Background: an optimization exercise with open tools, aiming at a short achievable clock period and few clock cycles. Do not read the settings as production practice. In this exercise RTL edits were held to simulation tests only and were not proved equivalent to the original.

== the baseline ==
## multicycle_core
module multicycle_core #(
  parameter int                ADDR_W   = 32,
  parameter logic [ADDR_W-1:0] RESET_PC = '0
) (
  input  logic              clk,
  input  logic              rst,
  output logic              imem_req,
  output logic [ADDR_W-1:0] imem_addr,
  input  logic              imem_ready,
  input  logic [31:0]       imem_rdata,
  output logic              dmem_req,
  output logic              dmem_we,
  output logic [ADDR_W-1:0] dmem_addr,
  output logic [31:0]       dmem_wdata,
  input  logic              dmem_ready,
  input  logic [31:0]       dmem_rdata,
  output logic [ADDR_W-1:0] pc_out,
  output logic [31:0]       alu_result,
  output logic              retire,
  output logic              halted
);
clock: 6.0 ns
lec_check: 0
abc_clock_period_in_ps: 2000
cap_margin: 20
core_margin: 2
core_utilization: 30
place_density: 0.45
setup_slack_margin: 3.0
slew_margin: 20
run.sh (not shown) runs the stock make flow with config.mk's settings and CLKGATE_MAP_FILE= SYNTH_SCRIPT=/design/flow/synth_recipe.tcl, a recipe that flattens the netlist after the stock synthesis.
Testbench counts of the baseline, summed over its fixed seeds: cycles 32,312.
[inputs] the candidate vs the baseline
-- flow/design.v --
<<< the baseline, line 115
  logic [31:0] d_nimm;   
  logic [29:0] d_pc, d_pc4, d_btgt;
  logic e_valid, e_halt, e_rwe, e_load, e_store, e_br, e_beq, e_pred, e_btb, e_bad, e_misp;
  logic [6:0] e_sel;
  logic [4:0] e_wa;
>>> the candidate, line 115
  logic [31:0] d_nimm;   
  logic [29:0] d_pc, d_pc4, d_btgt;
  logic e_valid, e_halt, e_rwe, e_load, e_store, e_br, e_beq, e_pred, e_btb, e_bad, e_brk, e_misp;
  logic [31:0] e_x;   
  logic [6:0] e_sel;
  logic [4:0] e_wa;
<<< the baseline, line 123
  logic [29:0] e_npc, e_altpc, e_pc, e_tgt, e_seq, e_pc4, e_btgt;
  logic e_dir, e_zk, e_zero;   
  logic m_valid, m_halt, m_req, m_we, m_load, m_rwe, m_mis, m_late;
  logic [4:0] m_wa;
>>> the candidate, line 124
  logic [29:0] e_npc, e_altpc, e_pc, e_tgt, e_seq, e_pc4, e_btgt;
  logic e_dir, e_zk, e_zero;   
  logic [31:0] e_zx;   
  logic m_valid, m_halt, m_req, m_we, m_load, m_rwe, m_mis, m_late;
  logic [4:0] m_wa;
<<< the baseline, line 156
  assign e_altpc = e_dir ? e_pc4 : e_tgt;
  assign e_bad = e_btb && e_dir && e_btgt != e_tgt;
  assign mis_late = e_valid && ((e_br && (taken != e_pred)) || (e_bad && !e_misp));
  assign mispred = (e_valid && e_misp) || mis_late;
>>> the candidate, line 158
  assign e_altpc = e_dir ? e_pc4 : e_tgt;
  assign e_bad = e_btb && e_dir && e_btgt != e_tgt;
  assign e_misp = e_brk && ((e_beq ? e_x == 32'd0 : e_x != 32'd0) != e_pred);
  assign e_zero = e_zx == 32'd0;
  assign mis_late = e_valid && ((e_br && (taken != e_pred)) || (e_bad && !e_misp));
  assign mispred = (e_valid && e_misp) || mis_late;
<<< the baseline, line 251
  assign d_redirect = d_valid && d_legal && (dir != d_btb) && !flush_e;
  assign d_halt = d_adv && !d_legal;
  logic eqk, eq_pre;
  assign eqk = !fa && !fb && !(wb_en && m_load && ((m_wa == rs && rs != 5'd0) || (m_wa == rt && rt != 5'd0)));
  assign eq_pre = rs_val == rt_val;
  assign bt_ins = d_valid && d_legal && dir && !d_btb;
  logic [5:0] f_op, f_fn;
>>> the candidate, line 255
  assign d_redirect = d_valid && d_legal && (dir != d_btb) && !flush_e;
  assign d_halt = d_adv && !d_legal;
  logic eqk;
  assign eqk = !fa && !fb && !(wb_en && m_load && ((m_wa == rs && rs != 5'd0) || (m_wa == rt && rt != 5'd0)));
  assign bt_ins = d_valid && d_legal && dir && !d_btb;
  logic [5:0] f_op, f_fn;
<<< the baseline, line 427
      e_store <= 1'b0;
      e_br <= 1'b0;
      e_misp <= 1'b0;
      e_btb <= 1'b0;
    end else begin
>>> the candidate, line 430
      e_store <= 1'b0;
      e_br <= 1'b0;
      e_brk <= 1'b0;
      e_btb <= 1'b0;
    end else begin
<<< the baseline, line 436
      e_store <= d_adv && legal && is_sw;
      e_br <= d_adv && legal && brx && !d_res && !eqk;
      e_misp <= d_adv && legal && brx && !d_res && eqk && ((is_beq ? eq_pre : !eq_pre) != ptaken);
      e_btb <= d_adv && legal && d_bthit && d_btb;
    end
>>> the candidate, line 439
      e_store <= d_adv && legal && is_sw;
      e_br <= d_adv && legal && brx && !d_res && !eqk;
      e_brk <= d_adv && legal && brx && !d_res && eqk;
      e_btb <= d_adv && legal && d_bthit && d_btb;
    end
<<< the baseline, line 450
      e_btgt <= '0;
      e_zk <= 1'b0;
      e_zero <= 1'b0;
      e_tgt <= '0;
      e_seq <= '0;
>>> the candidate, line 453
      e_btgt <= '0;
      e_zk <= 1'b0;
      e_zx <= '0;
      e_x <= '0;
      e_tgt <= '0;
      e_seq <= '0;
<<< the baseline, line 470
      e_btgt <= d_btgt;
      e_zk <= is_addi && !fa && !(wb_en && m_load && m_wa == rs && rs != 5'd0);
      e_zero <= rs_val == d_nimm;
      e_tgt <= d_target;
      e_seq <= d_seq;
>>> the candidate, line 474
      e_btgt <= d_btgt;
      e_zk <= is_addi && !fa && !(wb_en && m_load && m_wa == rs && rs != 5'd0);
      e_zx <= rs_val ^ d_nimm;
      e_x <= rs_val ^ rt_val;
      e_tgt <= d_target;
      e_seq <= d_seq;
==> comparison <==
Re total wire length after detailed routing: the candidate is 6.7% down on the baseline. The candidate ended up with a higher share of synthesized area spent on multiplexers than the baseline did. Fraction of area in registers, the baseline and the candidate: lower on the baseline. Compared with the baseline, the candidate shows a higher clock buffer and inverter area fraction after layout. Proportion of synthesized flip-flops having asynchronous set or reset came out higher on the candidate than on the baseline. There was hardly any difference in instance area after placement between the baseline and the candidate.
Testbench counts of the candidate, summed over its fixed seeds: cycles 32,312.

port drivers added, routing unchanged:
No port has a modelled driver above. Below, the same layouts with a new extraction and two added sets of constraints. Step 1 sets driving cells, clkbuf_16 on the clock port and buf_2 on the other inputs (assumed; they add their load-dependent delay and slew). Step 2 adds t to the input delays and takes it off the output delays; t is the mean of the earliest and latest rising clock arrival at the registers after step 1. Input paths then give back, and output paths get back, about the clock's delay inside the block. a / b / c = no drivers / after step 1 / after step 2; a / b = the first two.
run | t (ns) | slack for setup (ns) | cell pins on the clock port's net
the baseline | 1.007 | 2.619 / 2.619 / 1.813 | 1
the candidate | 1.016 | 2.475 / 2.475 / 1.870 | 1
After both steps every run listed still meets setup and hold. The setup slack of the baseline, which loses most, moves by 0.000 ns with the drivers and by -0.806 ns with both steps.
